This design comes from an exercise in tuning for a short achievable clock period on the open sky130 flow, not from production work. Only simulation tests tie the RTL to the original design; equivalence was not proved. Power figures rest on the tool's default switching activity, not on a simulated workload.

## design.v

```verilog
package eth_frame_pkg;
    typedef logic [7:0]  byte_t;       
    typedef logic [47:0] mac_addr_t;
    typedef logic [31:0] ip_addr_t;
    typedef logic [15:0] word16_t;     
    typedef logic [15:0] len_t;        
    localparam word16_t ETH_TYPE_IPV4 = 16'h0800;
    localparam byte_t PREAMBLE_BYTE = 8'h55;
    localparam byte_t SFD_BYTE      = 8'hd5;
    localparam int PREAMBLE_LEN    = 8;    
    localparam int ETH_HDR_LEN     = 14;
    localparam int IP_ICMP_HDR_LEN = 28;   
    localparam int FCS_LEN         = 4;
    localparam int MIN_PAYLOAD_LEN = 18;
    localparam byte_t   IP_TTL        = 8'h80;
    localparam byte_t   IP_PROTO_ICMP = 8'd1;
    localparam word16_t IP_FLAGS_DF   = 16'h4000;   
    localparam byte_t ICMP_ECHO_REPLY = 8'd0;
endpackage
package icmp_tx_pkg;
    typedef struct packed {
        logic [47:0]   dest_mac;
        logic [31:0]    dest_ip;
        logic [15:0]     icmp_id;
        logic [15:0]     icmp_seq;
        logic [15:0]        payload_len;    
        logic [31:0] payload_sum;    
    } tx_request_t;
    typedef struct packed {
        logic [47:0]                      dest_mac;
        logic [47:0]                      src_mac;
        logic [28*8-1:0]        ip_icmp;
        logic [15:0]                           payload_len;
    } frame_hdr_t;
endpackage
module eth_crc32 (
    input  logic        clk,
    input  logic        crc_upd,     
    input  logic        crc_shift,   
    input  logic [7:0]  hdr_next,    
    input  logic [7:0]  pay_byte,    
    output logic [31:0] crc_value,
    output logic [31:0] crc_next     
);
    localparam logic [31:0] CRC_POLY = 32'hedb8_8320;   
    function automatic logic [31:0] crc_tab(input logic [7:0] data);
        logic [31:0] c;
        c = {24'd0, data};
        for (int i = 0; i < 8; i++) begin
            if (c[0])
                c = (c >> 1) ^ CRC_POLY;
            else
                c = c >> 1;
        end
        crc_tab = c;
    endfunction
    logic [31:0] hdr_tab;   
    logic [31:0] stepped;
    assign stepped = {8'd0, crc_value[31:8]} ^ crc_tab(crc_value[7:0]) ^ hdr_tab ^ crc_tab(pay_byte);
    always_comb begin
        if (crc_upd)
            crc_next = stepped;
        else if (crc_shift)
            crc_next = {8'd0, crc_value[31:8]};
        else
            crc_next = '1;   
    end
    always_ff @(posedge clk) begin
        hdr_tab   <= crc_tab(hdr_next);
        crc_value <= crc_next;
    end
endmodule
module payload_gate (
    input  logic       clk,
    input  logic       rst_n,
    input  logic       rd,           
    input  logic [7:0] payload_data,
    output logic [7:0] pay_byte
);
    logic pay_q;
    always_ff @(posedge clk or negedge rst_n) begin
        if (!rst_n)
            pay_q <= 1'b0;
        else
            pay_q <= rd;
    end
    assign pay_byte = {8{pay_q}} & payload_data;
endmodule
module icmp_hdr_builder #(
    parameter logic [47:0] board_mac = 48'h00_11_22_33_44_55,
    parameter logic [31:0]  board_ip  = {8'd192, 8'd168, 8'd1, 8'd123}
) (
    input  logic                     clk,
    input  logic                     rst_n,
    input  logic                     start,
    input  icmp_tx_pkg::tx_request_t req,
    input  logic                     frame_end,    
    output logic                     busy,
    output logic [47:0]              dest_mac,
    output logic [31:0]              dest_ip,
    output logic [15:0]              icmp_id,
    output logic [15:0]              icmp_seq,
    output logic [15:0]              total_len_o,
    output logic [15:0]              ip_id_o,
    output logic [15:0]              ip_csum_o,
    output logic [15:0]              icmp_csum_o,
    output logic                     hdr_soon2,    
    output logic                     hdr_soon,     
    output logic                     hdr_valid,
    output logic                     len_nz,
    output logic [15:0]              len_m1
);
    localparam logic [7:0] IP_VER_IHL = 8'h45;   
    localparam logic [17:0] IP_CONST = 18'({IP_VER_IHL, 8'h00}) + 18'(eth_frame_pkg::IP_FLAGS_DF)
                                     + 18'({eth_frame_pkg::IP_TTL, eth_frame_pkg::IP_PROTO_ICMP})
                                     + 18'(board_ip[31:16]) + 18'(board_ip[15:0]);
    icmp_tx_pkg::tx_request_t req_q;
    logic        busy_q;
    logic        v1, v2, v3;
    logic        accept;
    logic [15:0] ip_id;       
    logic        id_lo_ff;    
    logic [15:0] total_len;
    logic [8:0]  tl_lo;
    logic [8:0]  lm1_lo;
    logic [8:0]  ip_a_h, ip_a_l;
    logic [9:0]  ip_b_h, ip_b_l;
    logic [10:0] ip_c_h, ip_c_l, ip_d_h, ip_d_l;
    logic [10:0] ip_s_hi;
    logic [7:0]  ip_s_lo;
    logic [8:0]  ip_f_lo, ip_f_hi, ip_g_lo;
    logic [15:0] ip_csum;
    logic [8:0]  ic_a_h, ic_a_l, ic_p_h, ic_p_l;
    logic [9:0]  ic_c_h, ic_c_l;
    logic [9:0]  ic_s_hi;
    logic [7:0]  ic_s_lo;
    logic [8:0]  ic_f_lo, ic_f_hi, ic_g_lo;
    logic [15:0] icmp_csum;
    assign busy   = busy_q;
    assign accept = start & ~busy_q;
    always_ff @(posedge clk or negedge rst_n) begin
        if (!rst_n) begin
            busy_q    <= 1'b0;
            v1        <= 1'b0;
            v2        <= 1'b0;
            v3        <= 1'b0;
            hdr_valid <= 1'b0;
            ip_id     <= '0;
            id_lo_ff  <= 1'b0;
        end else begin
            busy_q    <= accept | (busy_q & ~frame_end);
            v1        <= accept;
            v2        <= v1;
            v3        <= v2;
            hdr_valid <= v3;
            if (accept) begin
                ip_id[7:0] <= ip_id[7:0] + 8'd1;
                id_lo_ff   <= (ip_id[7:0] == 8'hfe);
                if (id_lo_ff)
                    ip_id[15:8] <= ip_id[15:8] + 8'd1;
            end
        end
    end
    always_ff @(posedge clk) begin
        if (!busy_q)
            req_q <= req;
    end
    always_ff @(posedge clk) begin
        tl_lo     <= 9'(req_q.payload_len[7:0]) + 9'(eth_frame_pkg::IP_ICMP_HDR_LEN);
        total_len <= {req_q.payload_len[15:8] + 8'(tl_lo[8]), tl_lo[7:0]};
        lm1_lo    <= 9'(req_q.payload_len[7:0]) - 9'd1;
        len_m1    <= {req_q.payload_len[15:8] - 8'(lm1_lo[8]), lm1_lo[7:0]};
        len_nz    <= (req_q.payload_len != '0);
        ip_a_h    <= 9'(req_q.dest_ip[31:24]) + 9'(req_q.dest_ip[15:8]);
        ip_a_l    <= 9'(req_q.dest_ip[23:16]) + 9'(req_q.dest_ip[7:0]);
        ip_b_h    <= 10'(ip_a_h) + 10'(ip_id[15:8]);
        ip_b_l    <= 10'(ip_a_l) + 10'(ip_id[7:0]);
        ip_c_h    <= 11'(ip_b_h) + 11'(total_len[15:8]);
        ip_c_l    <= 11'(ip_b_l) + 11'(total_len[7:0]);
        ip_d_h    <= ip_c_h + 11'(IP_CONST[16:8]);
        ip_d_l    <= ip_c_l + 11'(IP_CONST[7:0]);
        ip_s_lo   <= ip_d_l[7:0];
        ip_s_hi   <= ip_d_h + 11'(ip_d_l[10:8]);
        ip_f_lo   <= 9'(ip_s_lo) + 9'(ip_s_hi[10:8]);
        ip_f_hi   <= 9'(ip_s_hi[7:0]) + 9'(ip_f_lo[8]);
        ip_g_lo   <= 9'(ip_f_lo[7:0]) + 9'(ip_f_hi[8]);
        ip_csum   <= ~{ip_f_hi[7:0] + 8'(ip_g_lo[8]), ip_g_lo[7:0]};
        ic_a_h    <= 9'(req_q.icmp_id[15:8]) + 9'(req_q.icmp_seq[15:8]);
        ic_a_l    <= 9'(req_q.icmp_id[7:0]) + 9'(req_q.icmp_seq[7:0]);
        ic_p_h    <= 9'(req_q.payload_sum[30:24]) + 9'(req_q.payload_sum[15:8]);
        ic_p_l    <= 9'(req_q.payload_sum[23:16]) + 9'(req_q.payload_sum[7:0]);
        ic_c_h    <= 10'(ic_a_h) + 10'(ic_p_h);
        ic_c_l    <= 10'(ic_a_l) + 10'(ic_p_l);
        ic_s_lo   <= ic_c_l[7:0];
        ic_s_hi   <= ic_c_h + 10'(ic_c_l[9:8]);
        ic_f_lo   <= 9'(ic_s_lo) + 9'(ic_s_hi[9:8]);
        ic_f_hi   <= 9'(ic_s_hi[7:0]) + 9'(ic_f_lo[8]);
        ic_g_lo   <= 9'(ic_f_lo[7:0]) + 9'(ic_f_hi[8]);
        icmp_csum <= ~{ic_f_hi[7:0] + 8'(ic_g_lo[8]), ic_g_lo[7:0]};
    end
    assign hdr_soon2 = v2;
    assign hdr_soon  = v3;
    assign dest_mac    = req_q.dest_mac;
    assign dest_ip     = req_q.dest_ip;
    assign icmp_id     = req_q.icmp_id;
    assign icmp_seq    = req_q.icmp_seq;
    assign total_len_o = total_len;
    assign ip_id_o     = ip_id;
    assign ip_csum_o   = ip_csum;
    assign icmp_csum_o = icmp_csum;
endmodule
module gmii_frame_sequencer #(
    parameter logic [47:0] board_mac = 48'h00_11_22_33_44_55,
    parameter logic [31:0]  board_ip  = {8'd192, 8'd168, 8'd1, 8'd123}
) (
    input  logic             clk,
    input  logic             rst_n,
    input  logic [47:0]      dest_mac,
    input  logic [31:0]      dest_ip,
    input  logic [15:0]      icmp_id,
    input  logic [15:0]      icmp_seq,
    input  logic [15:0]      total_len,
    input  logic [15:0]      ip_id,
    input  logic [15:0]      ip_csum,
    input  logic [15:0]      icmp_csum,
    input  logic             hdr_soon2,   
    input  logic             hdr_soon,
    input  logic             hdr_valid,
    input  logic             len_nz,
    input  logic [15:0]      len_m1,
    input  logic [31:0]      crc_value,
    input  logic [31:0]      crc_next,
    output logic             payload_rd,
    output logic             gmii_tx_en,
    output logic [7:0]       byte_d,      
    output logic             crc_upd,
    output logic             crc_shift,
    output logic [7:0]       hdr_next,
    output logic             frame_end,
    output logic             tx_done
);
    localparam logic [7:0] IP_VER_IHL = 8'h45;   
    logic [50*8-1:0] hdr_img;    
    logic [49:0]     tok;        
    logic [7:0]      hdr_q;      
    logic [7:0]      hdr_a_d, hdr_b_d;
    logic [7:0]      hdr_a, hdr_b;   
    logic [6:0]      pos;        
    logic            en_q;       
    logic            hc_q;       
    logic            data_q;     
    logic            ge67_q;     
    logic            rd_q;       
    logic [7:0]      rd_lo;      
    logic [7:0]      rd_hi;
    logic            rd_lz;      
    logic            rd_hz;      
    logic            fcs_q;      
    logic [3:0]      fcs_cnt;    
    logic            done_q;
    logic            last_data;
    logic            fcs_next;
    assign last_data = data_q & ge67_q & ~rd_q;
    assign fcs_next  = last_data | fcs_cnt[0] | fcs_cnt[1] | fcs_cnt[2];
    assign hdr_img = {{7{eth_frame_pkg::PREAMBLE_BYTE}}, eth_frame_pkg::SFD_BYTE,
                      dest_mac, board_mac, eth_frame_pkg::ETH_TYPE_IPV4,
                      IP_VER_IHL, 8'h00, total_len,
                      ip_id, eth_frame_pkg::IP_FLAGS_DF,
                      eth_frame_pkg::IP_TTL, eth_frame_pkg::IP_PROTO_ICMP, ip_csum,
                      board_ip,
                      dest_ip,
                      eth_frame_pkg::ICMP_ECHO_REPLY, 8'h00, icmp_csum,
                      icmp_id, icmp_seq};
    always_comb begin
        hdr_a_d = ({8{hdr_soon2}} & hdr_img[49*8 +: 8]) | ({8{hdr_soon}} & hdr_img[48*8 +: 8])
                | ({8{hdr_valid}} & hdr_img[47*8 +: 8]);
        for (int k = 0; k < 23; k++)
            hdr_a_d = hdr_a_d | ({8{tok[k]}} & hdr_img[(46-k)*8 +: 8]);
        hdr_b_d = '0;
        for (int k = 23; k < 47; k++)
            hdr_b_d = hdr_b_d | ({8{tok[k]}} & hdr_img[(46-k)*8 +: 8]);
    end
    always_ff @(posedge clk or negedge rst_n) begin
        if (!rst_n) begin
            tok     <= '0;
            hdr_q   <= '0;
            hdr_a   <= '0;
            hdr_b   <= '0;
            pos     <= '0;
            en_q    <= 1'b0;
            hc_q    <= 1'b0;
            data_q  <= 1'b0;
            ge67_q  <= 1'b0;
            rd_q    <= 1'b0;
            rd_lo   <= '0;
            rd_hi   <= '0;
            rd_lz   <= 1'b0;
            rd_hz   <= 1'b0;
            fcs_q   <= 1'b0;
            fcs_cnt <= '0;
            done_q  <= 1'b0;
        end else begin
            fcs_q   <= fcs_next;
            fcs_cnt <= {fcs_cnt[2:0], last_data};
            done_q  <= fcs_cnt[3];
            hdr_a   <= hdr_a_d;
            hdr_b   <= hdr_b_d;
            hdr_q   <= hdr_a | hdr_b;
            tok     <= {tok[48:0], hdr_valid};
            if (hdr_valid) begin
                pos    <= '0;
                en_q   <= 1'b1;
                hc_q   <= 1'b0;
                data_q <= 1'b0;
                ge67_q <= 1'b0;
            end else begin
                if (en_q && pos != 7'd127)
                    pos <= pos + 7'd1;
                if (fcs_cnt[3])
                    en_q <= 1'b0;
                if (en_q && pos == 7'd7)
                    hc_q <= 1'b1;
                else if (pos == 7'd49)
                    hc_q <= 1'b0;
                if (hc_q && pos == 7'd49)
                    data_q <= 1'b1;
                else if (last_data)
                    data_q <= 1'b0;
                if (en_q && pos == 7'd66)
                    ge67_q <= 1'b1;
            end
            if (en_q && pos == 7'd48 && len_nz) begin
                rd_q    <= 1'b1;
                rd_lo   <= len_m1[7:0];
                rd_hi   <= len_m1[15:8];
                rd_lz   <= (len_m1[7:0] == '0);
                rd_hz   <= (len_m1[15:8] == '0);
            end else if (rd_q) begin
                if (rd_lz && rd_hz) begin
                    rd_q <= 1'b0;
                end else begin
                    rd_lo <= rd_lo - 8'd1;
                    rd_lz <= (rd_lo == 8'd1);
                    if (rd_lz) begin
                        rd_hi <= rd_hi - 8'd1;
                        rd_hz <= (rd_hi == 8'd1);
                    end
                end
            end
        end
    end
    assign hdr_next   = hdr_q;
    assign gmii_tx_en = en_q;
    assign payload_rd = rd_q;
    assign byte_d     = hdr_q | ({8{fcs_next}} & ~crc_next[7:0]);
    assign crc_upd    = hc_q | data_q;
    assign crc_shift  = fcs_q;
    assign frame_end  = fcs_cnt[3];
    assign tx_done    = done_q;
endmodule
module gmii_out_lane (
    input  logic clk,
    input  logic rst_n,
    input  logic rd,         
    input  logic byte_d,
    input  logic pd,
    output logic txd
);
    logic pay_q;
    logic byte_q;
    logic byte_n;
    logic pay_n;
    always_ff @(posedge clk or negedge rst_n) begin
        if (!rst_n) begin
            pay_q  <= 1'b0;
            byte_q <= 1'b0;
        end else begin
            pay_q  <= rd;
            byte_q <= byte_d;
        end
    end
    assign byte_n = ~byte_q;
    nand2_gate pay_nand (.a(pay_q), .b(pd), .y(pay_n));
    nand2_gate out_nand (.a(pay_n), .b(byte_n), .y(txd));
endmodule
module nand2_gate (
    input  logic a,
    input  logic b,
    output logic y
);
    assign y = ~(a & b);
endmodule
module icmp_tx_top #(
    parameter logic [47:0] board_mac = 48'h00_11_22_33_44_55,
    parameter logic [31:0]  board_ip  = {8'd192, 8'd168, 8'd1, 8'd123}
) (
    input  logic        clk,
    input  logic        rst_n,
    input  logic        start,
    input  logic [47:0] req_dest_mac,
    input  logic [31:0] req_dest_ip,
    input  logic [15:0] req_icmp_id,
    input  logic [15:0] req_icmp_seq,
    input  logic [15:0] req_payload_len,
    input  logic [31:0] req_payload_sum,
    input  logic [7:0]  payload_data,
    output logic        busy,
    output logic        payload_rd,
    output logic        gmii_tx_en,
    output logic [7:0]  gmii_txd,
    output logic        tx_done
);
    icmp_tx_pkg::tx_request_t req;
    logic [47:0] h_dest_mac;
    logic [31:0] h_dest_ip;
    logic [15:0] h_icmp_id;
    logic [15:0] h_icmp_seq;
    logic [15:0] h_total_len;
    logic [15:0] h_ip_id;
    logic [15:0] h_ip_csum;
    logic [15:0] h_icmp_csum;
    logic        hdr_valid;
    logic        hdr_soon2;
    logic        hdr_soon;
    logic        len_nz;
    logic [15:0] len_m1;
    logic        frame_end;
    logic        crc_upd;
    logic [7:0]  pay_byte;
    logic [7:0]  byte_d;
    logic        crc_shift;
    logic [7:0]  hdr_next;
    logic [31:0] crc_value;
    logic [31:0] crc_next;
    assign req.dest_mac    = req_dest_mac;
    assign req.dest_ip     = req_dest_ip;
    assign req.icmp_id     = req_icmp_id;
    assign req.icmp_seq    = req_icmp_seq;
    assign req.payload_len = req_payload_len;
    assign req.payload_sum = req_payload_sum;
    icmp_hdr_builder #(
        .board_mac (board_mac),
        .board_ip  (board_ip)
    ) hdr_builder0 (
        .clk        (clk),
        .rst_n      (rst_n),
        .start      (start),
        .req        (req),
        .frame_end  (frame_end),
        .busy       (busy),
        .dest_mac   (h_dest_mac),
        .dest_ip    (h_dest_ip),
        .icmp_id    (h_icmp_id),
        .icmp_seq   (h_icmp_seq),
        .total_len_o(h_total_len),
        .ip_id_o    (h_ip_id),
        .ip_csum_o  (h_ip_csum),
        .icmp_csum_o(h_icmp_csum),
        .hdr_soon2  (hdr_soon2),
        .hdr_soon   (hdr_soon),
        .hdr_valid  (hdr_valid),
        .len_nz     (len_nz),
        .len_m1     (len_m1)
    );
    gmii_frame_sequencer #(
        .board_mac (board_mac),
        .board_ip  (board_ip)
    ) frame_seq0 (
        .clk          (clk),
        .rst_n        (rst_n),
        .dest_mac     (h_dest_mac),
        .dest_ip      (h_dest_ip),
        .icmp_id      (h_icmp_id),
        .icmp_seq     (h_icmp_seq),
        .total_len    (h_total_len),
        .ip_id        (h_ip_id),
        .ip_csum      (h_ip_csum),
        .icmp_csum    (h_icmp_csum),
        .hdr_soon2    (hdr_soon2),
        .hdr_soon     (hdr_soon),
        .hdr_valid    (hdr_valid),
        .len_nz       (len_nz),
        .len_m1       (len_m1),
        .crc_value    (crc_value),
        .crc_next     (crc_next),
        .payload_rd   (payload_rd),
        .gmii_tx_en   (gmii_tx_en),
        .byte_d       (byte_d),
        .crc_upd      (crc_upd),
        .crc_shift    (crc_shift),
        .hdr_next     (hdr_next),
        .frame_end    (frame_end),
        .tx_done      (tx_done)
    );
    payload_gate pay_gate0 (
        .clk          (clk),
        .rst_n        (rst_n),
        .rd           (payload_rd),
        .payload_data (payload_data),
        .pay_byte     (pay_byte)
    );
    gmii_out_lane lane0 (
        .clk      (clk),
        .rst_n    (rst_n),
        .rd       (payload_rd),
        .byte_d   (byte_d[0]),
        .pd       (payload_data[0]),
        .txd      (gmii_txd[0])
    );
    gmii_out_lane lane1 (
        .clk      (clk),
        .rst_n    (rst_n),
        .rd       (payload_rd),
        .byte_d   (byte_d[1]),
        .pd       (payload_data[1]),
        .txd      (gmii_txd[1])
    );
    gmii_out_lane lane2 (
        .clk      (clk),
        .rst_n    (rst_n),
        .rd       (payload_rd),
        .byte_d   (byte_d[2]),
        .pd       (payload_data[2]),
        .txd      (gmii_txd[2])
    );
    gmii_out_lane lane3 (
        .clk      (clk),
        .rst_n    (rst_n),
        .rd       (payload_rd),
        .byte_d   (byte_d[3]),
        .pd       (payload_data[3]),
        .txd      (gmii_txd[3])
    );
    gmii_out_lane lane4 (
        .clk      (clk),
        .rst_n    (rst_n),
        .rd       (payload_rd),
        .byte_d   (byte_d[4]),
        .pd       (payload_data[4]),
        .txd      (gmii_txd[4])
    );
    gmii_out_lane lane5 (
        .clk      (clk),
        .rst_n    (rst_n),
        .rd       (payload_rd),
        .byte_d   (byte_d[5]),
        .pd       (payload_data[5]),
        .txd      (gmii_txd[5])
    );
    gmii_out_lane lane6 (
        .clk      (clk),
        .rst_n    (rst_n),
        .rd       (payload_rd),
        .byte_d   (byte_d[6]),
        .pd       (payload_data[6]),
        .txd      (gmii_txd[6])
    );
    gmii_out_lane lane7 (
        .clk      (clk),
        .rst_n    (rst_n),
        .rd       (payload_rd),
        .byte_d   (byte_d[7]),
        .pd       (payload_data[7]),
        .txd      (gmii_txd[7])
    );
    eth_crc32 crc0 (
        .clk       (clk),
        .crc_upd   (crc_upd),
        .crc_shift (crc_shift),
        .hdr_next  (hdr_next),
        .pay_byte  (pay_byte),
        .crc_value (crc_value),
        .crc_next  (crc_next)
    );
endmodule
```

## run.sh

```bash
#!/bin/bash
# synth_recipe.tcl (not shown) runs the flow's synth.tcl, then flattens the netlist and writes it again
# the make line also repeats each setting of config.mk as NAME=value (left out here)
make -C /OpenROAD-flow-scripts/flow DESIGN_CONFIG=/design/flow/config.mk WORK_HOME=/design/flow/orfs CLKGATE_MAP_FILE= SYNTH_SCRIPT=/design/flow/synth_recipe.tcl finish
```

## config.mk

```make
export PLATFORM = sky130hd
export DESIGN_NAME = icmp_tx_top
export DESIGN_NICKNAME = icmp_tx_top
export VERILOG_FILES = /design/flow/design.v
export SDC_FILE = /design/flow/constraint.sdc
export NUM_CORES = 4
export LEC_CHECK = 0
export ABC_CLOCK_PERIOD_IN_PS = 2300
export CAP_MARGIN = 20
export CORE_MARGIN = 2
export CORE_UTILIZATION = 40
export PLACE_DENSITY = 0.6
export SETUP_SLACK_MARGIN = 3.0
export SLEW_MARGIN = 20
```

## constraint.sdc

```tcl
create_clock -name core_clock -period 5.2 [get_ports {clk}]
set_input_delay 1.0400 -clock core_clock [delete_from_list [all_inputs] [get_ports {clk}]]
set_output_delay 1.0400 -clock core_clock [all_outputs]
set_load 0.01 [all_outputs]
```

==> results.toml, run 1 <==
[final_layout]
post-route-cell-area_mm2 = 0.0318
drive_gt1_share_pct = 10.4
area_growth_pct = 21.2
nets = 2708
n_antenna_cell = 0

[status]
outcome = "no timing/DRC/antenna violations"

[logic_synthesis]
synth_largest_area_cell = "dfxtp_1"
synth_top_cell_area_share_pct = 28.5
synth_cell_type_count = 64
syn_nets = 2474
syn_inst = 2149
synth_top_flop_cell = "dfxtp_1"
synth.avg_cell_area_um2 = 12.2
ys_ff_latch = 671
synth.most_common_cell = "dfxtp_1"
synth_area_mm2 = 0.0263
synth_edf_count = 159
ys_seq_area_share_pct = 59.8
ys_top_cells_by_area = "dfxtp_1 28%, edfxtp_1 18%, dfrtp_1 13%"
synthArstFlopShare_pct = 20.6
yosysWarnings = 5
synth_commonest_cells = "374 x dfxtp_1, 208 x xnor2_1, 159 x edfxtp_1"

[floorplan]
num_io_pins = 183
die_w_um = 260
initial_core_util_pct = 40.6
die_h_um = 260
core-area_mm2 = 0.0647
die_area_mm2 = 0.0678
placementRows = 93

[clocking]
cts_inserted_buffers = 71
cts_hold_buf = 0
clkLatencyLatePin_ps = 620
cts_tree = "built"
cts_buffer_depth = 3
clkTransAtPathRegs_ps = 60
clock-sinks = 671
ctsHtreeMaxLevel = 3
cts_root_buffer = "clkbuf_16"

[drt]
drtPass1Iterations = 5
drtIter0Drc = 1223
drc = 0
viasPerCell = 4.86
ant_nets = 0
vias = 16000
drt_wl_total_um = 59300
wl_per_cell_um = 18.0

[min_path]
hold_class = "reg -> reg"

[power_and_ir_drop]
max-vdd-ir-drop_mv = 0.209
power.total_mw = 10.5
pwr_density_cell_mw_per_mm2 = 330
p_leak_nw = 13.6

[place]
place_congestion = 0.924
dpl_cell_area_mm2 = 0.0291
dpl_worst_slack_ps = 1380
hpwl_um = 43900
port-buffer-count = 181

[sta]
setup_tns_ps = 0
min_period_ps = 2720
fmax_mhz = 368
worstMarginPinSlew_ps = 734
fin_skew_ps = 45.7
timing.final.crit_share_pct = 52.2
rsz0062_at_grt = "true"
relSlewSlack_pct = 51.1
layout_setup_ws_ps = 2480
finalHoldViolCount = 0
setup_violations = 0
drv_slew = 0

[critical_path]
cp-end-kind = "output port"
critPathMaxFanout = 6
crit_arrival_ps = 1680
path_delay_family = "simple AND/OR/NAND/NOR gates"
cp_cell_sequence = "buf_4, and2_4, or2_4, buf_6"
slowest_delay_ps = 220
crit_type = "in -> out"
critPathLaunchType = "input pin"
required_ps = 4160
crit_slowest_cell = "or2_4"
critPathBufInv = 2

[global_route]
grt_pass1_wl_um = 91400
antenna_found_initial = 1
grt_max_degree = 81
overflow = 0
grtUsageTotal_pct = 17.8
grt_pass1_vias = 16300

[run]
cap_violations = 0
==> per-layer routing <==
layer	global-route usage [%]	wire length, um
met5	0	0
met4	5.73	1670
met3	3.54	3450
met2	28.3	27200
met1	24.6	26900
==> layout make-up <==
class | instances | area (um^2)
clock inverter | 31 | 292
tap | 855 | 1070
inverter | 158 | 598
timing repair buffer | 227 | 2230
clock buffer | 100 | 2040
fill | 5711 | 32900
multi-input combinational | 1254 | 9890
sequential | 671 | 15700
==> per-stage QoR <==
| step | cells | util (%) | hold slack (ps) |
|---|---|---|---|
| 2_1_floorplan | 2149 | - | 310 |
| 3_3_place_gp | 3125 | 44.9 | 311 |
| 3_5_place_dp | 3125 | 44.9 | 312 |
| 4_1_cts | 3275 | 48.8 | 320 |
| 5_1_grt | 3296 | 49.2 | 330 |
| 6_report | 3296 | 49.2 | 323 |
==> cell families (layout without fill, tap and decap cells) <==
| logic type | count (synthesis) | count (layout) | synth area share, % |
|---|---|---|---|
| fa+ha+maj | 154 | 154 | 7.79 |
| simple gates | 407 | 407 | 7.60 |
| xor+xnor | 349 | 349 | 12.9 |
| buf+inv | 224 | 516 | 3.42 |
| mux | 1 | 1 | 0.0381 |
| compound gates | 343 | 343 | 8.44 |
| flops | 671 | 671 | 59.8 |
==> worst paths after layout <==
| path | startpoint | end | slack (ps) | cells after the start |
|---|---|---|---|---|
| setup / recovery | payload_data[3] | gmii_txd[3] | 2480 | 4 |
| hold / removal | hdr_builder0.ic_c_l[4] | hdr_builder0.ic_s_lo[4] | 320 | 0 |
| setup reg to reg | lane7.pay_q | crc0.crc_value[20] | 3030 | 9 |
| hold reg to reg | hdr_builder0.ic_c_l[4] | hdr_builder0.ic_s_lo[4] | 320 | 0 |
| max in group asynchronous | rst_n | hdr_builder0.ip_id[1] | 3670 | 2 |
| min in group asynchronous | rst_n | lane1.byte_q | 440 | 1 |
==> flip-flops by register name, summed over array words and instances, names as in the netlist, 10 cells and up <==
register	cells
hdr_builder0.ip_c_h	11
hdr_builder0.req_q	159
hdr_builder0.ic_s_hi	10
hdr_builder0.ip_b_l	10
hdr_builder0.icmp_csum	16
hdr_builder0.ip_s_hi	11
hdr_builder0.ip_d_l	11
hdr_builder0.ip_c_l	11
hdr_builder0.ic_c_h	10
hdr_builder0.ic_c_l	10
hdr_builder0.len_m1	16
hdr_builder0.ip_csum	16
crc0.hdr_tab	30
frame_seq0.tok	47
hdr_builder0.total_len	16
hdr_builder0.ip_id	16
hdr_builder0.ip_d_h	11
hdr_builder0.ip_b_h	10
crc0.crc_value	32
==> layout by cell type (no fill, tap or decap), types with 99 or more instances in the layout <==
cell | Yosys | layout
a21oi_1 | 103 | 99
xnor2_1 | 208 | 203
ha_1 | 138 | 138
clkdlybuf4s50_1 | 0 | 160
edfxtp_1 | 159 | 159
dfrtp_1 | 138 | 133
xor2_1 | 115 | 111
nand2_1 | 123 | 117
dfxtp_1 | 374 | 372
inv_1 | 157 | 156
==> repair_timing <==
action / CTS / global route
setup endpoints to repair: 69 / 51
pin swaps: 2 / 22
cloned: 3 / 0
buffers inserted: 16 / 21
gates resized for setup: 113 / 41
==> power breakdown <==
group          switching (mW)  internal, mW
logic                  0.0607         0.125
clock network            2.07          2.91
registers                   0          5.35
total                    2.13          8.38
==> run 2, diff against run 1 <==
--- a/config.mk
+++ b/config.mk
@@ -8,7 +8,8 @@
 export ABC_CLOCK_PERIOD_IN_PS = 2300
 export CAP_MARGIN = 20
 export CORE_MARGIN = 2
-export CORE_UTILIZATION = 40
-export PLACE_DENSITY = 0.6
+export CORE_UTILIZATION = 55
+export PLACE_DENSITY = 0.7
 export SETUP_SLACK_MARGIN = 3.0
 export SLEW_MARGIN = 20
+export SYNTH_HIERARCHICAL = 1
==> run 2 against run 1 <==
Clock power about the same; sequential cell count increased by 8; sequential share of layout area increased by 0.86 points; non-clock buffer count decreased by 23; synthesized cell count increased by 3.0%; register-to-register slack improved by 60 ps; die area decreased by 24%; power increased by 0.35%; worst hold slack about the same; routed wire length decreased by 2.1%; largest power group unchanged.
==> results.toml, run 2 <==
[status]
outcome = "no timing/DRC/antenna violations"

[clocking]
cts_buffer_depth = 3
clkTransAtPathRegs_ps = 60
cts_hold_buf = 0
cts_tree = "built"
cts_root_buffer = "clkbuf_16"
cts_inserted_buffers = 68
clkLatencyLatePin_ps = 600
clock-sinks = 679
ctsHtreeMaxLevel = 3

[floorplan]
die_w_um = 226
initial_core_util_pct = 55.6
core-area_mm2 = 0.0488
num_io_pins = 183
placementRows = 81
die_area_mm2 = 0.0512
die_h_um = 226

[drt]
dr_wl_met2_um = 26800
met3_wirelength_um = 3720
drt_wl_total_um = 58000
wl_met1_um = 25300
vias = 16400
viasPerCell = 5.38
drtPass1Iterations = 7
wl_per_cell_um = 19.0
drtIter0Drc = 1127
drc = 0
ant_nets = 0
dr.max_layer_used = "met5"

[power_and_ir_drop]
pwr_density_cell_mw_per_mm2 = 333
p_leak_nw = 13.2
max-vdd-ir-drop_mv = 0.257

[sta]
setup_tns_ps = 0
fmax_mhz = 415
fin_skew_ps = 18.4
rsz0062_at_grt = "true"
timing.final.crit_share_pct = 46.3
min_period_ps = 2410
drv_slew = 0
finalHoldViolCount = 0
relSlewSlack_pct = 30.3
worstMarginPinSlew_ps = 1040
setup_violations = 0

[final_layout]
final_cell_mix = "374 x dfxtp_1, 203 x xnor2_1, 160 x clkdlybuf4s50_1"
area_growth_pct = 16.7
drive_gt1_share_pct = 10.5
nets = 2660
n_antenna_cell = 0
fin_cells = 3052
regMostFlops = "hdr_builder0.req_q"
fillers = 3681
mostFrequentLayoutCell = "dfxtp_1"
reg_top3 = "hdr_builder0.req_q x159, frame_seq0.tok x47, crc0.crc_value x32"
largest_register_ffs = 159

[critical_path]
path_common_cell = "nand2_4"
cp_cell_sequence = "buf_8, nand2_4, nand2_4, buf_6"
critPathLaunchType = "input pin"
cp-end-kind = "output port"
required_ps = 4160
crit_slowest_cell = "buf_8"
crit_arrival_ps = 1370
slowest_delay_ps = 110
critPathMaxFanout = 2
crit_type = "in -> out"

[global_route]
overflow = 0
grt_pass1_vias = 16600
grt_max_degree = 151
antenna_found_initial = 1
grtUsageTotal_pct = 23.1
grt_pass1_wl_um = 89600

[place]
place_congestion = 0.914
port-buffer-count = 181
hpwl_um = 42900
dp.cells = 2906

[logic_synthesis]
ys_seq_area_share_pct = 58.6
synth_top_cell_area_share_pct = 27.6
yosysWarnings = 11
ys_ff_latch = 679
synth_area_mm2 = 0.0272
synth_edf_count = 159
synth.avg_cell_area_um2 = 12.3
synthArstFlopShare_pct = 21.5
syn_nets = 2540
synth_top_flop_cell = "dfxtp_1"
synth_largest_area_cell = "dfxtp_1"
synth_cell_type_count = 76
synth.most_common_cell = "dfxtp_1"
syn_inst = 2213
synth_commonest_cells = "374 x dfxtp_1, 215 x xnor2_1, 159 x edfxtp_1"
ys_top_cells_by_area = "dfxtp_1 28%, edfxtp_1 18%, dfrtp_1 13%"

[min_path]
hold_class = "reg -> reg"

[run]
cap_violations = 0
## run 2: changes by cell type after synthesis, sizes merged, moves of 8 or more
cell / previous run / this run
o211ai: 1 / 10
a21o: 39 / 25
dfrtp: 138 / 146
xnor2: 213 / 223
clkbuf: 45 / 36
o21ai: 71 / 46
a21oi: 103 / 73
nand2: 123 / 97
nor2: 87 / 111
nand3: 37 / 67
buf: 21 / 119
inv: 157 / 99
a211oi: 2 / 16
## run 2: per-layer routing
| metal | GRT usage [%] | vias to the layer above |
|---|---|---|
| met2 | 36.5 | 490 |
| met4 | 9.30 | 2 |
| li1 | - | 7828 |
| met5 | 0 | - |
| met1 | 31.0 | 7975 |
| met3 | 4.97 | 132 |
## run 2: cell families after synthesis
logic type | after synthesis | synth area share [%]
AND/OR/NAND/NOR | 455 | 8.50
adder cells (fa/ha/maj) | 156 | 7.63
flip-flops | 679 | 58.6
multiplexers | 4 | 0.161
AO/OA/AOI/OAI | 316 | 8.10
XOR/XNOR | 349 | 11.9
buffers and inverters | 254 | 5.15
## run 2: where the power goes
part           switching, mW  total [mW]  internal [mW]
registers                  0        5.41           5.41
clock network           2.00        4.97           2.97
logic                 0.0500       0.165          0.114
## run 2: area by class of cell
class                      count  area (um^2)  share of cell area, %
clock buffer                  98         1980                   6.25
clock inverter                27          322                   1.01
inverter                      99          378                   1.19
multi-input combinational   1281        10200                   32.2
sequential                   679        15900                   50.2
tap                          664          831                   2.62
timing repair buffer         204         2060                   6.49
## run 2: per-module statistics from Yosys (local to each module, per instance), a selection
module,flops+latches,copies in the design,cell area (um^2)
eth_crc32,62,1,3020
gmii_out_lane,2,8,53.8
nand2_gate,0,16,3.75
payload_gate,1,1,75.1
## run 2: critical path: cells and delay by family
kind | cells | cell delay (ps)
buffers and inverters | 2 | 220
and+or+nand+nor | 2 | 110
## run 2: what timing repair did
| action | in CTS | in global routing |
|---|---|---|
| setup endpoints to repair | 46 | 24 |
| buffers inserted | 13 | 7 |
| gates cloned | 1 | 0 |
| pin swaps | 21 | 11 |
| gates resized for setup | 113 | 15 |
## run 2: metrics by stage
stage | utilization (%) | worst slack (ps) | power [mW] | hold WS (ps) | cell area [um^2]
2_1_floorplan | - | 1590 | 5.52 | 310 | 27400
6_report | 64.9 | 2790 | 10.5 | 322 | 31700
3_5_place_dp | 59.5 | 1960 | 5.68 | 312 | 29100
3_3_place_gp | 59.5 | 1970 | 5.68 | 311 | 29100
5_1_grt | 64.9 | 2780 | 10.9 | 325 | 31700
4_1_cts | 64.6 | 2800 | 10.6 | 325 | 31600
## run 2: worst paths after layout
check,start,endpoint,slack [ps],depth (start not counted)
min in group asynchronous,rst_n,frame_seq0.rd_lo[0],490,1
min,hdr_builder0.tl_lo[6],hdr_builder0.total_len[6],320,0
max in group asynchronous,rst_n,hdr_builder0.ip_id[8],3660,2
min reg2reg,hdr_builder0.tl_lo[6],hdr_builder0.total_len[6],320,0
max,payload_data[7],gmii_txd[7],2790,4
max reg2reg,hdr_builder0.req_q[80],hdr_builder0.ip_a_l[8],3090,7
==> run 3, diff against run 2 <==
==> config.mk (replaced) <==
export PLATFORM = sky130hd
export DESIGN_NAME = icmp_tx_top
export DESIGN_NICKNAME = icmp_tx_top
export VERILOG_FILES = /design/flow/design.v
export SDC_FILE = /design/flow/constraint.sdc
export NUM_CORES = 4
export LEC_CHECK = 0
export ABC_CLOCK_PERIOD_IN_PS = 2000
export CAP_MARGIN = 20
export CORE_MARGIN = 2
export CORE_UTILIZATION = 40
export PLACE_DENSITY = 0.6
export SETUP_SLACK_MARGIN = 3.2
export SLEW_MARGIN = 20
export SYNTH_HIERARCHICAL = 1
==> run 3 against run 2 <==
Still clean on timing, DRC and antenna; final cell count rose by 8.5%; core utilization down 16 points; power increased by 2.5%; critical endpoint is now gmii_txd[5].
==> results.toml, run 3 <==
[logic_synthesis]
syn_inst = 2213
syn_nets = 2540
synthMuxAreaShare_pct = 0.161
ys_top_cells_by_area = "dfxtp_1 28%, edfxtp_1 18%, dfrtp_1 13%"
yosysWarnings = 11
synth_top_family_by_area = "XOR/XNOR gates"
synth_compound_area_share_pct = 8.10
synthArstFlopShare_pct = 21.5
synth_cell_type_count = 76
synth_edf_count = 159
ys_ff_latch = 679
synth_commonest_cells = "374 x dfxtp_1, 215 x xnor2_1, 159 x edfxtp_1"
yosys.area_share.adder_pct = 7.63
ys_seq_area_share_pct = 58.6
synth-xor-area-share_pct = 11.9
synth_top_flop_cell = "dfxtp_1"
synth_area_mm2 = 0.0272
synth.avg_cell_area_um2 = 12.3
yosys.area_share.simple_pct = 8.50
synth.most_common_cell = "dfxtp_1"
synth_largest_area_cell = "dfxtp_1"
synth_top_cell_area_share_pct = 27.6

[sta]
drv_slew = 0
worstMarginPinSlew_ps = 1290
fmax_mhz = 419
hold_ws_ps = 325
timing.final.crit_share_pct = 45.9
relSlewSlack_pct = 13.8
layout_setup_ws_ps = 2810
min_period_ps = 2390
setup_tns_ps = 0
fin_skew_ps = 28.9
rsz0062_at_grt = "true"
finalHoldViolCount = 0
setup_violations = 0

[critical_path]
worst-path-stages = 4
critPathMaxFanout = 2
required_ps = 4160
critPathLaunchType = "input pin"
crit_slowest_cell = "buf_8"
cp-end-kind = "output port"
r2r_start = "hdr_builder0.ip_id[0]"
crit_arrival_ps = 1350
r2r_setup_slack_ps = 3080
crit_type = "in -> out"
r2r_cells = 7
critPathBufInv = 2
cp_cell_sequence = "buf_8, nand2_8, nand2_4, buf_6"
path_delay_family = "buffers and inverters"
reg2reg_to = "hdr_builder0.ip_b_l[8]"
slowest_delay_ps = 110

[drt]
wl_met1_um = 26000
met3_wirelength_um = 3190
vias = 16400
drt_wl_total_um = 60900
wl_per_cell_um = 18.4
dr.max_layer_used = "met5"
drtPass1Iterations = 5
viasPerCell = 4.96
dr_wl_met2_um = 29600
ant_nets = 0
drc = 0
drtIter0Drc = 1252

[floorplan]
die_h_um = 265
die_w_um = 265
die_area_mm2 = 0.0700
initial_core_util_pct = 40.4
placementRows = 95
num_io_pins = 183
core-area_mm2 = 0.0672

[global_route]
grtUsageTotal_pct = 17.3
antenna_found_initial = 2
grt_max_degree = 160
grt_pass1_wl_um = 93300
overflow = 0
grt_pass1_vias = 16700

[final_layout]
largest_register_ffs = 159
area_growth_pct = 21.1
nets = 2706
post-route-cell-area_mm2 = 0.0329
finish.utilization_pct = 49.0
reg_top3 = "hdr_builder0.req_q x159, frame_seq0.tok x47, crc0.crc_value x32"
fin_cells = 3311
fillers = 5830
regMostFlops = "hdr_builder0.req_q"
drive_gt1_share_pct = 14.0
multi_input_area_mm2 = 0.0106
mostFrequentLayoutCell = "dfxtp_1"
ff_latch_area_mm2 = 0.0159
n_antenna_cell = 0
final_cell_mix = "373 x dfxtp_1, 198 x xnor2_1, 160 x clkdlybuf4s50_1"

[clocking]
cts_tree = "built"
cts_inserted_buffers = 73
cts_buffer_depth = 3
clkLatencyLatePin_ps = 610
cts_root_buffer = "clkbuf_16"
clkTransAtPathRegs_ps = 60
clock-sinks = 679
ctsHtreeMaxLevel = 3

[power_and_ir_drop]
pwr_density_cell_mw_per_mm2 = 329
p_leak_nw = 13.6
max-vdd-ir-drop_mv = 0.225
power.total_mw = 10.8

[min_path]
hold_class = "reg -> reg"
hold_end = "hdr_builder0.total_len[0]"
min_from = "hdr_builder0.tl_lo[0]"
whs_path_depth = 0

[place]
dp.cells = 3116
hpwl_um = 44600
dpl_worst_slack_ps = 1840
port-buffer-count = 181
dpl_cell_area_mm2 = 0.0296
place_congestion = 0.882

[status]
outcome = "no timing/DRC/antenna violations"

[run]
cap_violations = 0
[run 3: repair_timing]
item,4_1_cts,5_1_grt
gates cloned,1,1
gates resized for setup,138,51
endpoints found under the setup margin,86,56
hold buffers,0,0
buffers inserted,42,17
pin swaps,18,29
[run 3: cell type report]
type | instances | share of cell area, %
Sequential cell | 679 | 48.4
Multi-Input combinational cell | 1282 | 32.2
Clock buffer | 106 | 6.69
Timing Repair Buffer | 244 | 7.36
Clock inverter | 28 | 0.833
Tap cell | 873 | 3.32
Inverter | 99 | 1.15
[run 3: worst max-delay path by stage]
| stage | startpoint | endpoint | slack (ps) |
|---|---|---|---|
| global placement | payload_data[7] | gmii_txd[7] | 1890 |
| global route | payload_data[7] | gmii_txd[7] | 2800 |
| CTS | payload_data[5] | gmii_txd[5] | 2810 |
| floorplan | hdr_builder0.busy_q | hdr_builder0.ip_id[9] | 1590 |
| finish | payload_data[5] | gmii_txd[5] | 2810 |
| detailed placement | payload_data[4] | crc0.crc_value[24] | 1840 |
[run 3: kinds of logic (layout without fill, tap and decap cells)]
family / Yosys count / count (layout)
AND/OR/NAND/NOR: 455 / 457
adder cells (fa/ha/maj): 156 / 156
flip-flops: 679 / 679
multiplexers: 4 / 4
AO/OA/AOI/OAI: 316 / 316
buffers and inverters: 254 / 477
XOR/XNOR: 349 / 349
[run 3: routing by layer]
layer  vias to the layer above  track usage [%]
li1                       7931                -
met1                      7977             22.1
met2                       390             29.2
met3                       115             3.53
met4                         2             6.31
met5                         -                0
[run 3: report_power, final]
part           total [mW]  switching (mW)  leakage (nW)  internal [mW]
Combinational       0.168          0.0508          5.78          0.117
Clock                5.23            2.11          1.23           3.12
Sequential           5.41               0          6.57           5.41
Total                10.8            2.17          13.6           8.64
[run 3: Yosys stat by module, one instance, submodules excluded, a selection]
| module | flip-flops and latches | times used | cells |
|---|---|---|---|
| gmii_out_lane | 2 | 8 | 3 |
| eth_crc32 | 62 | 1 | 281 |
| payload_gate | 1 | 1 | 9 |
| nand2_gate | 0 | 16 | 1 |

## afterwards: timing with drivers on the ports
In the flow no input, the clock included, has a driving cell. The finished layouts below were timed again as built, in two steps. Step 1 sets driving cells, clkbuf_16 on the clock port and buf_2 on the other inputs (assumed; they add their load-dependent delay and slew). Step 2, shift: input delay + t, output delay - t, t = (earliest + latest rising clock arrival at the registers) / 2. This alone moves slack from input paths to output paths. Slacks: ideal / step 1 / step 2; pairs: ideal / step 1.
run	t, ns	setup WS [ns]	worst data-port slew with drivers (ns)
run 1	0.663	2.485 / 2.455 / 2.366	0.06
run 2	0.653	2.793 / 2.732 / 2.405	0.08
run 3	0.661	2.814 / 2.772 / 2.451	0.07
After both steps every run listed still meets setup and hold. The setup slack of run 2, which loses most, moves by -0.061 ns with the drivers and by -0.388 ns with both steps.
